From an optimization exercise on the open Yosys and OpenROAD flow, aimed at small area, a short achievable clock period and few clock cycles; shortcuts taken in it are not production practice. Only simulation tests tie the RTL to the original design; equivalence was not proved. Power is estimated from default activity; no workload was simulated.

--- flow/design.v ---
package mtep_pkg;
  typedef enum logic [3:0] {
    PH_DELTA    = 4'd0,
    PH_STATUS   = 4'd1,
    PH_DATA1    = 4'd2,
    PH_DATA2    = 4'd3,
    PH_METATYPE = 4'd4,
    PH_LEN      = 4'd5,
    PH_BODY     = 4'd6,
    PH_HALT     = 4'd7
  } phase_t;
  localparam logic [2:0] KIND_DELTA = 3'd0;
  localparam logic [2:0] KIND_OFF   = 3'd1;
  localparam logic [2:0] KIND_ON    = 3'd2;
  localparam logic [2:0] KIND_TEMPO = 3'd3;
  localparam logic [2:0] KIND_ERR   = 3'd4;
  localparam logic ERR_TRUNCATED = 1'b0;
  localparam logic ERR_NO_STATUS = 1'b1;
  localparam logic [3:0] HI_SYSTEM   = 4'hf;
  localparam logic [3:0] HI_NOTE_OFF = 4'h8;
  localparam logic [3:0] HI_PROGRAM  = 4'hc;
  localparam logic [3:0] HI_PRESSURE = 4'hd;
  localparam logic [2:0] TOP3_NOTE   = 3'b100;
  localparam logic [7:0] META_TEMPO  = 8'h51;
  localparam int RES_DEPTH = 4;
  localparam int RES_PTR_W = 2;
  localparam int RES_CNT_W = 3;
  typedef struct packed {
    logic [2:0]  kind;
    logic [3:0]  channel;
    logic [7:0]  key;
    logic [7:0]  velocity;
    logic [31:0] value;
    logic        error_code;
    logic        last;
  } res_t;
endpackage
import mtep_pkg::*;
module midi_track_event_parser (
  input  logic        clk,
  input  logic        rst_n,
  input  logic        in_valid,
  output logic        in_ready,
  input  logic [7:0]  in_data_byte,
  input  logic        in_track_start,
  input  logic        in_track_end,
  output logic        out_valid,
  input  logic        out_ready,
  output logic [2:0]  out_kind,
  output logic [3:0]  out_channel,
  output logic [7:0]  out_key,
  output logic [7:0]  out_velocity,
  output logic [31:0] out_value,
  output logic        out_error_code,
  output logic        out_last
);
  logic [7:0]  rs_r, rs_nxt, rs_c;
  mtep_pkg::phase_t      ph_r, ph_nxt, ph_c;
  logic [27:0] acc_r, acc_nxt, acc_c;
  logic [2:0]  cnt_r, cnt_nxt, cnt_c;
  logic [7:0]  mk_r, mk_nxt;
  logic [27:0] rem_r, rem_nxt;
  logic [31:0] tempo_r, tempo_nxt;
  logic [7:0]  fd_r, fd_nxt;
  logic [7:0]  rs_e, mk_e, fd_e;
  mtep_pkg::phase_t      ph_e;
  logic [27:0] acc_e, rem_e, rem_dec;
  logic [2:0]  cnt_e, cnt_t;
  logic [31:0] tempo_e, tempo_sh;
  logic [27:0] acc_t;
  logic        vl_done;
  logic        take;
  logic [7:0]  b;
  logic        mid;
  logic [56:0]          q_r [0:RES_DEPTH-1];
  logic [RES_PTR_W-1:0] wr_r, rd_r;
  logic [RES_CNT_W-1:0] cnt_q_r;
  mtep_pkg::res_t                 r0, r1, e0, q_rd;
  logic                 r0_v, r1_v;
  logic                 pop;
  logic [1:0]           n_push;
  assign take = in_valid && in_ready;
  assign b    = in_data_byte;
  assign rs_e    = in_track_start ? 8'd0 : rs_r;
  assign ph_e    = in_track_start ? PH_DELTA : ph_r;
  assign acc_e   = in_track_start ? 28'd0 : acc_r;
  assign cnt_e   = in_track_start ? 3'd0 : cnt_r;
  assign mk_e    = in_track_start ? 8'd0 : mk_r;
  assign rem_e   = in_track_start ? 28'd0 : rem_r;
  assign tempo_e = in_track_start ? 32'd0 : tempo_r;
  assign fd_e    = in_track_start ? 8'd0 : fd_r;
  assign acc_t    = {acc_e[20:0], b[6:0]};
  assign cnt_t    = cnt_e + 3'd1;
  assign vl_done  = !b[7] || (cnt_t >= 3'd4);
  assign rem_dec  = rem_e - 28'd1;
  assign tempo_sh = {tempo_e[23:0], b};
  always_comb begin
    rs_c      = rs_e;
    ph_c      = ph_e;
    acc_c     = acc_e;
    cnt_c     = cnt_e;
    mk_nxt    = mk_e;
    rem_nxt   = rem_e;
    tempo_nxt = tempo_e;
    fd_nxt    = fd_e;
    unique case (ph_e)
      PH_DELTA: begin
        if (vl_done) begin
          acc_c = 28'd0;
          cnt_c = 3'd0;
          ph_c  = PH_STATUS;
        end else begin
          acc_c = acc_t;
          cnt_c = cnt_t;
        end
      end
      PH_STATUS: begin
        if (b[7]) begin
          rs_c = b;
          if (b[7:4] == HI_SYSTEM) begin
            mk_nxt = 8'd0;
            if (b[3]) begin
              ph_c = PH_METATYPE;
            end else begin
              acc_c = 28'd0;
              cnt_c = 3'd0;
              ph_c  = PH_LEN;
            end
          end else begin
            ph_c = PH_DATA1;
          end
        end else if (!rs_e[7]) begin
          ph_c = PH_HALT;
        end else if (rs_e[7:4] == HI_SYSTEM) begin
          acc_c = 28'd0;
          cnt_c = 3'd0;
          if (rs_e[3]) begin
            mk_nxt = b;
            ph_c   = PH_LEN;
          end else begin
            mk_nxt    = 8'd0;
            rem_nxt   = {21'd0, b[6:0]};
            tempo_nxt = 32'd0;
            ph_c      = (b[6:0] == 7'd0) ? PH_DELTA : PH_BODY;
          end
        end else begin
          fd_nxt = b;
          ph_c   = (rs_e[7:4] == HI_PROGRAM || rs_e[7:4] == HI_PRESSURE) ?
                   PH_DELTA : PH_DATA2;
        end
      end
      PH_DATA1: begin
        fd_nxt = b;
        ph_c   = (rs_e[7:4] == HI_PROGRAM || rs_e[7:4] == HI_PRESSURE) ?
                 PH_DELTA : PH_DATA2;
      end
      PH_DATA2: begin
        ph_c = PH_DELTA;
      end
      PH_METATYPE: begin
        mk_nxt = b;
        acc_c  = 28'd0;
        cnt_c  = 3'd0;
        ph_c   = PH_LEN;
      end
      PH_LEN: begin
        if (vl_done) begin
          rem_nxt   = acc_t;
          tempo_nxt = 32'd0;
          acc_c     = 28'd0;
          cnt_c     = 3'd0;
          ph_c      = (acc_t == 28'd0) ? PH_DELTA : PH_BODY;
        end else begin
          acc_c = acc_t;
          cnt_c = cnt_t;
        end
      end
      PH_BODY: begin
        rem_nxt = rem_dec;
        if (mk_e == META_TEMPO) begin
          tempo_nxt = tempo_sh;
        end
        if (rem_dec == 28'd0) begin
          ph_c = PH_DELTA;
        end
      end
      default: begin
      end
    endcase
  end
  assign mid = ((ph_c != PH_DELTA) && (ph_c != PH_HALT)) ||
               ((ph_c == PH_DELTA) && (cnt_c != 3'd0));
  assign rs_nxt  = rs_c;
  assign ph_nxt  = in_track_end ? PH_DELTA : ph_c;
  assign acc_nxt = in_track_end ? 28'd0 : acc_c;
  assign cnt_nxt = in_track_end ? 3'd0 : cnt_c;
  always_comb begin
    r0   = '0;
    r0_v = 1'b0;
    unique case (ph_e)
      PH_DELTA: begin
        if (vl_done) begin
          r0_v       = 1'b1;
          r0.kind    = KIND_DELTA;
          r0.value   = {4'd0, acc_t};
        end
      end
      PH_STATUS: begin
        if (!b[7] && !rs_e[7]) begin
          r0_v          = 1'b1;
          r0.kind       = KIND_ERR;
          r0.error_code = ERR_NO_STATUS;
        end
      end
      PH_DATA2: begin
        if (rs_e[7:5] == TOP3_NOTE) begin
          r0_v        = 1'b1;
          r0.kind     = (rs_e[7:4] == HI_NOTE_OFF || b == 8'd0) ? KIND_OFF : KIND_ON;
          r0.channel  = rs_e[3:0];
          r0.key      = fd_e;
          r0.velocity = b;
        end
      end
      PH_LEN: begin
        if (vl_done && acc_t == 28'd0 && mk_e == META_TEMPO) begin
          r0_v    = 1'b1;
          r0.kind = KIND_TEMPO;
        end
      end
      PH_BODY: begin
        if (rem_dec == 28'd0 && mk_e == META_TEMPO) begin
          r0_v     = 1'b1;
          r0.kind  = KIND_TEMPO;
          r0.value = tempo_sh;
        end
      end
      default: begin
      end
    endcase
    r1            = '0;
    r1_v          = in_track_end && mid;
    r1.kind       = KIND_ERR;
    r1.error_code = ERR_TRUNCATED;
    r1.last       = 1'b1;
    if (!r1_v) begin
      r0.last = 1'b1;
    end
  end
  assign e0     = r0_v ? r0 : r1;
  assign n_push = take ? ({1'b0, r0_v} + {1'b0, r1_v}) : 2'd0;
  assign pop    = out_valid && out_ready;
  always_ff @(posedge clk) begin
    if (!rst_n) begin
      rs_r    <= 8'd0;
      ph_r    <= PH_DELTA;
      acc_r   <= 28'd0;
      cnt_r   <= 3'd0;
      mk_r    <= 8'd0;
      rem_r   <= 28'd0;
      tempo_r <= 32'd0;
      fd_r    <= 8'd0;
    end else if (take) begin
      rs_r    <= rs_nxt;
      ph_r    <= ph_nxt;
      acc_r   <= acc_nxt;
      cnt_r   <= cnt_nxt;
      mk_r    <= mk_nxt;
      rem_r   <= rem_nxt;
      tempo_r <= tempo_nxt;
      fd_r    <= fd_nxt;
    end
  end
  always_ff @(posedge clk) begin
    if (!rst_n) begin
      wr_r    <= '0;
      rd_r    <= '0;
      cnt_q_r <= '0;
    end else begin
      wr_r    <= wr_r + RES_PTR_W'(n_push);
      rd_r    <= rd_r + RES_PTR_W'(pop);
      cnt_q_r <= cnt_q_r + RES_CNT_W'(n_push) - RES_CNT_W'(pop);
    end
  end
  always_ff @(posedge clk) begin
    if (n_push != 2'd0) begin
      q_r[wr_r] <= e0;
    end
    if (n_push == 2'd2) begin
      q_r[wr_r + RES_PTR_W'(1)] <= r1;
    end
  end
  assign in_ready       = cnt_q_r <= RES_CNT_W'(RES_DEPTH - 2);
  assign out_valid      = cnt_q_r != '0;
  assign q_rd           = q_r[rd_r];
  assign out_kind       = q_rd.kind;
  assign out_channel    = q_rd.channel;
  assign out_key        = q_rd.key;
  assign out_velocity   = q_rd.velocity;
  assign out_value      = q_rd.value;
  assign out_error_code = q_rd.error_code;
  assign out_last       = q_rd.last;
endmodule
--- flow/run.sh ---
#!/bin/bash
# synth_recipe.tcl (not shown) runs the flow's synth.tcl, then flattens the netlist and writes it again
# the make line also repeats each setting of config.mk as NAME=value (left out here)
make -C /OpenROAD-flow-scripts/flow DESIGN_CONFIG=/design/flow/config.mk WORK_HOME=/design/flow/orfs CLKGATE_MAP_FILE= SYNTH_SCRIPT=/design/flow/synth_recipe.tcl finish
--- flow/config.mk ---
export PLATFORM = sky130hd
export DESIGN_NAME = midi_track_event_parser
export DESIGN_NICKNAME = midi_track_event_parser
export VERILOG_FILES = /design/flow/design.v
export SDC_FILE = /design/flow/constraint.sdc
export NUM_CORES = 4
export LEC_CHECK = 0
export CAP_MARGIN = 20
export CORE_MARGIN = 2
export CORE_UTILIZATION = 40
export SLEW_MARGIN = 20
--- flow/constraint.sdc ---
create_clock -name core_clock -period 7.5 [get_ports {clk}]
set_input_delay 1.5000 -clock core_clock [delete_from_list [all_inputs] [get_ports {clk}]]
set_output_delay 1.5000 -clock core_clock [all_outputs]
set_load 0.01 [all_outputs]
==> summary.md <==
| Metric | Value |
|---|---|
| ANT nets after route | 0 |
| GRT busiest layer | met2 |
| YS warnings | 1 |
| Initial antenna violation count | 0 |
| Slew Viols, Final | 0 |
| RSZ-0062 raised after global routing | no |
| Comb power frac | 23.1% |
| Synth Flop Type | dfxtp_1 |
| Area growth syn-to-layout | 15.87% |
| Core area | 41020 µm² |
| Net Sw Frac | 31.56% |
| Worst Setup SP | in_track_start |
| Post-Syn Area per Cell | 8.493 µm² |
| Seq cells post-synth | 339 |
| CTS tree | done |
| Total track usage | 24.75% |
| Synth unique cells | 77 |
| Fmax | 154.7 MHz |
| Initial Utilization | 40.67% |
| CP Capture Point | q_r[0][21] |
| Grt total ovfl | 0 |
| WS Path Type | in2reg |
| Clk pwr share | 38.9% |
| Postcts setup bufs | 0 |
| WP data required | 7.96 ns |
| M3 GR Usage | 4.196% |
| Via/cell ratio | 6.035 |
| Reg2Reg Depth | 20 |
| Gate Count Post-Synth | 1964 |
| Transition time of the tightest slew-check pin | 1.030 ns |
| Detailed Routing Iterations Pass 1 | 6 |
| Routed len/inst | 21.73 µm |
| Gpl congestion | 0.9232 |
| IO buf count | 72 |
| Hold-fix buffers, CTS | 0 |
| Mapped Area | 16680 µm² |
| Startpoint types | input pin |
| Fin cells | 2511 |
| Area leader, netlist | dfxtp_1 |
| P_leak | 6.744 nW |
| Die height | 208.2 µm |
| Vias in the first global route | 14380 |
| Final period util | 86.19% |
| Ys async rst share | 0% |
| Synthesized Nets | 1989 |
| CTS Root Cell | clkbuf_16 |
| I/O Pins | 73 |
| CP Capture Type | register |
| First-pass GRT wire length | 85300 µm |
| Switch Pwr | 1.704 mW |
| Total CTS buffers | 40 |
| Sink Count | 339 |
| PwrDens | 279.5 nW/µm² |
| Nets | 1974 |
| EDFF count, synth | 0 |
| Die X | 208.2 µm |
| Worst vdd ir | 0.1631 mV |
| Worst hold path class | reg2reg |
| Fillcell total | 3963 |
| Final setup viols | 0 |
| Crit Path Max Fanout | 62 |
| Gates resized, CTS repair | 0 |
| Final Hold Violating Endpoints | 0 |
| Dpl cells | 2439 |
| Reg-to-reg slack, setup | 1.63 ns |
| Worst-Skew Late Latency | 0.57 ns |
| Die area | 43350 µm² |
| Reg2reg start | rem_r[0] |
| Clock transition at path regs | 0.06 ns |
| Setup TNS | 0 ns |
| Most common cell in the synthesized netlist | dfxtp_1 |
| FF-to-FF End | q_r[0][21] |
| # DRC | 0 |
| Tmin final | 6.464 ns |
| Overall power | 5.401 mW |
| Maximum root-to-sink buffer count | 3 |
| Share of layout cells above drive strength 1 | 11.43% |
| Largest net degree at the start of global routing | 77 |
| DP HPWL | 34150 µm |
| Synth area leaders | dfxtp_1 41%, mux4_2 7.7%, a21oi_1 5.6%, nand2_1 5.4%, nand3_1 3.7% |
| Worst Clk Skew | 0.01454 ns |
| FP Rows | 74 |
| H-tree lvl count | 2 |
| Synth top cells by count | 339 x dfxtp_1, 240 x nand2_1, 188 x a21oi_1 |
| Critical path arrival | 6.92 ns |
| Initial DRC count | 1604 |
| Grt met2 use | 39.27% |
| Int Power | 3.697 mW |
| Top-area cell type share of the netlist area | 40.69% |
| Status | complete, no violations |
| Maxcap violations | 0 |
| Met1 usage | 34.28% |
| Via count | 15160 |
| Rel. slew slack | 30.72% |
| Drt total wl | 54570 µm |
| Seq pwr share | 38.0% |
| Sequential share of the synthesized area | 40.69% |
[worst max-delay path, stage by stage]
cell and delay, ns:
buf_2 0.12, clkinv_1 0.08, nand2_1 0.09, ha_1 0.17
buf_4 0.17, or4b_2 0.66, or2_2 0.33, xor2_1 0.19
o211a_1 0.25, or4b_1 0.55, nor2_1 0.13, a21o_1 0.17
o21ai_0 0.17, ha_1 0.50, o21ai_0 0.12, buf_4 0.21
or3_2 0.61, buf_4 0.43, nand2_1 0.16, o21ai_0 0.09
a22o_1 0.20
[per-stage QoR]
step	cell area [µm²]	hold WS [ns]	setup WS, ns	util, %
floorplan	16680	0.4287	0.1769	-
global placement	17870	0.4350	0.6654	43.56
detailed placement	17890	0.4426	0.5335	43.61
CTS	19320	0.4510	1.137	47.11
global route	19320	0.4598	0.6699	47.11
finish	19330	0.4501	1.036	47.12
[worst min-delay path by stage]
stage                     startpoint         end  slack, ns  depth (start not counted)
after global routing      q_r[1][37]  q_r[1][37]       0.46                          2
after detailed placement  q_r[2][38]  q_r[2][38]       0.44                          2
after floorplan           q_r[1][49]  q_r[1][49]       0.43                          2
final                     q_r[3][39]  q_r[3][39]       0.45                          2
after global placement    q_r[2][51]  q_r[2][51]       0.44                          2
after CTS                 q_r[1][48]  q_r[1][48]       0.45                          2
[routing by layer]
layer	up-vias	share of wire, %	wire length [µm]
met5	-	0	0
met4	0	2.3	1274
met3	84	7.6	4126
met2	656	45	24800
met1	7272	45	24370
li1	7143	-	-
[power by group through the flow]
stage                     registers (mW)  logic, mW  clock network (mW)
final                               2.05       1.25                2.10
after global routing                2.07       1.36                2.21
after CTS                           2.05       1.24                2.13
after detailed placement            2.09       1.24                   0
after global placement              2.08       1.22                   0
after floorplan                     2.02      0.889                   0
[registers in the layout (all words and copies together) (netlist names)]
signal	count
acc_r	21
cnt_q_r	3
cnt_r	3
fd_r	8
mk_r	8
ph_r	4
q_r	228
rd_r	2
rem_r	28
rs_r	8
tempo_r	24
wr_r	2
[cell usage in the layout (no fill, tap or decap), drive strengths merged, types with 27 or more instances in the layout]
cell type and instances:
nor3 35, a22oi 72, o2bb2ai 39, buf 59, clkdlybuf4s50 70, nand2 247
mux4 57, nor2b 98, a21oi 188, nand3 124, clkbuf 60, and3 36
o22ai 27, o21ai 122, nor2 103, dfxtp 339
[logic make-up after synthesis]
kind of cell,Yosys count,synth area share (%)
xor gates and xnor gates,18,0.9452
buffers and inverters,206,4.853
muxes,61,7.944
DFF,339,40.69
adders and majority gates,11,0.8702
AOI/OAI and AO/OA,584,22.61
and+or+nand+nor,745,22.09
[final cells by class]
class	instances	area, µm²	share of cell area (%)
antenna	1	2.502	0.01295
clock buffer	60	1239	6.409
clock inverter	11	198.9	1.029
inverter	20	75.07	0.3885
multi-input combinational	1419	9165	47.42
sequential	339	6792	35.14
tap	532	665.6	3.444
timing repair buffer	129	1189	6.150
Testbench counts, summed over its fixed seeds: cycles 32,010.

## afterwards: timing with drivers on the ports
How much do the figures lean on ideal ports? The routed layout below was timed once more, with nothing changed but the port constraints.
Step 1 (the two cells are an assumption about what drives the block):
set clk [get_ports {clk}]
set_driving_cell -lib_cell sky130_fd_sc_hd__clkbuf_16 $clk
set_driving_cell -lib_cell sky130_fd_sc_hd__buf_2 [delete_from_list [all_inputs] $clk]
Step 2 times the ports against the registers' clock, not the clock port: input delays grow and output delays shrink by t, the midpoint of the rising clock arrivals with the driver on.
Slacks: ideal / step 1 / step 2; pairs: ideal / step 1.
shift t [ns]: 0.621
setup slack, ns: 1.036 / 1.069 / 0.449
latest minus earliest clock arrival (ns): 0.014 / 0.015
After both steps this run still meets setup and hold. For this run, drivers alone change the setup slack by +0.033 ns; drivers and shift together by -0.587 ns.
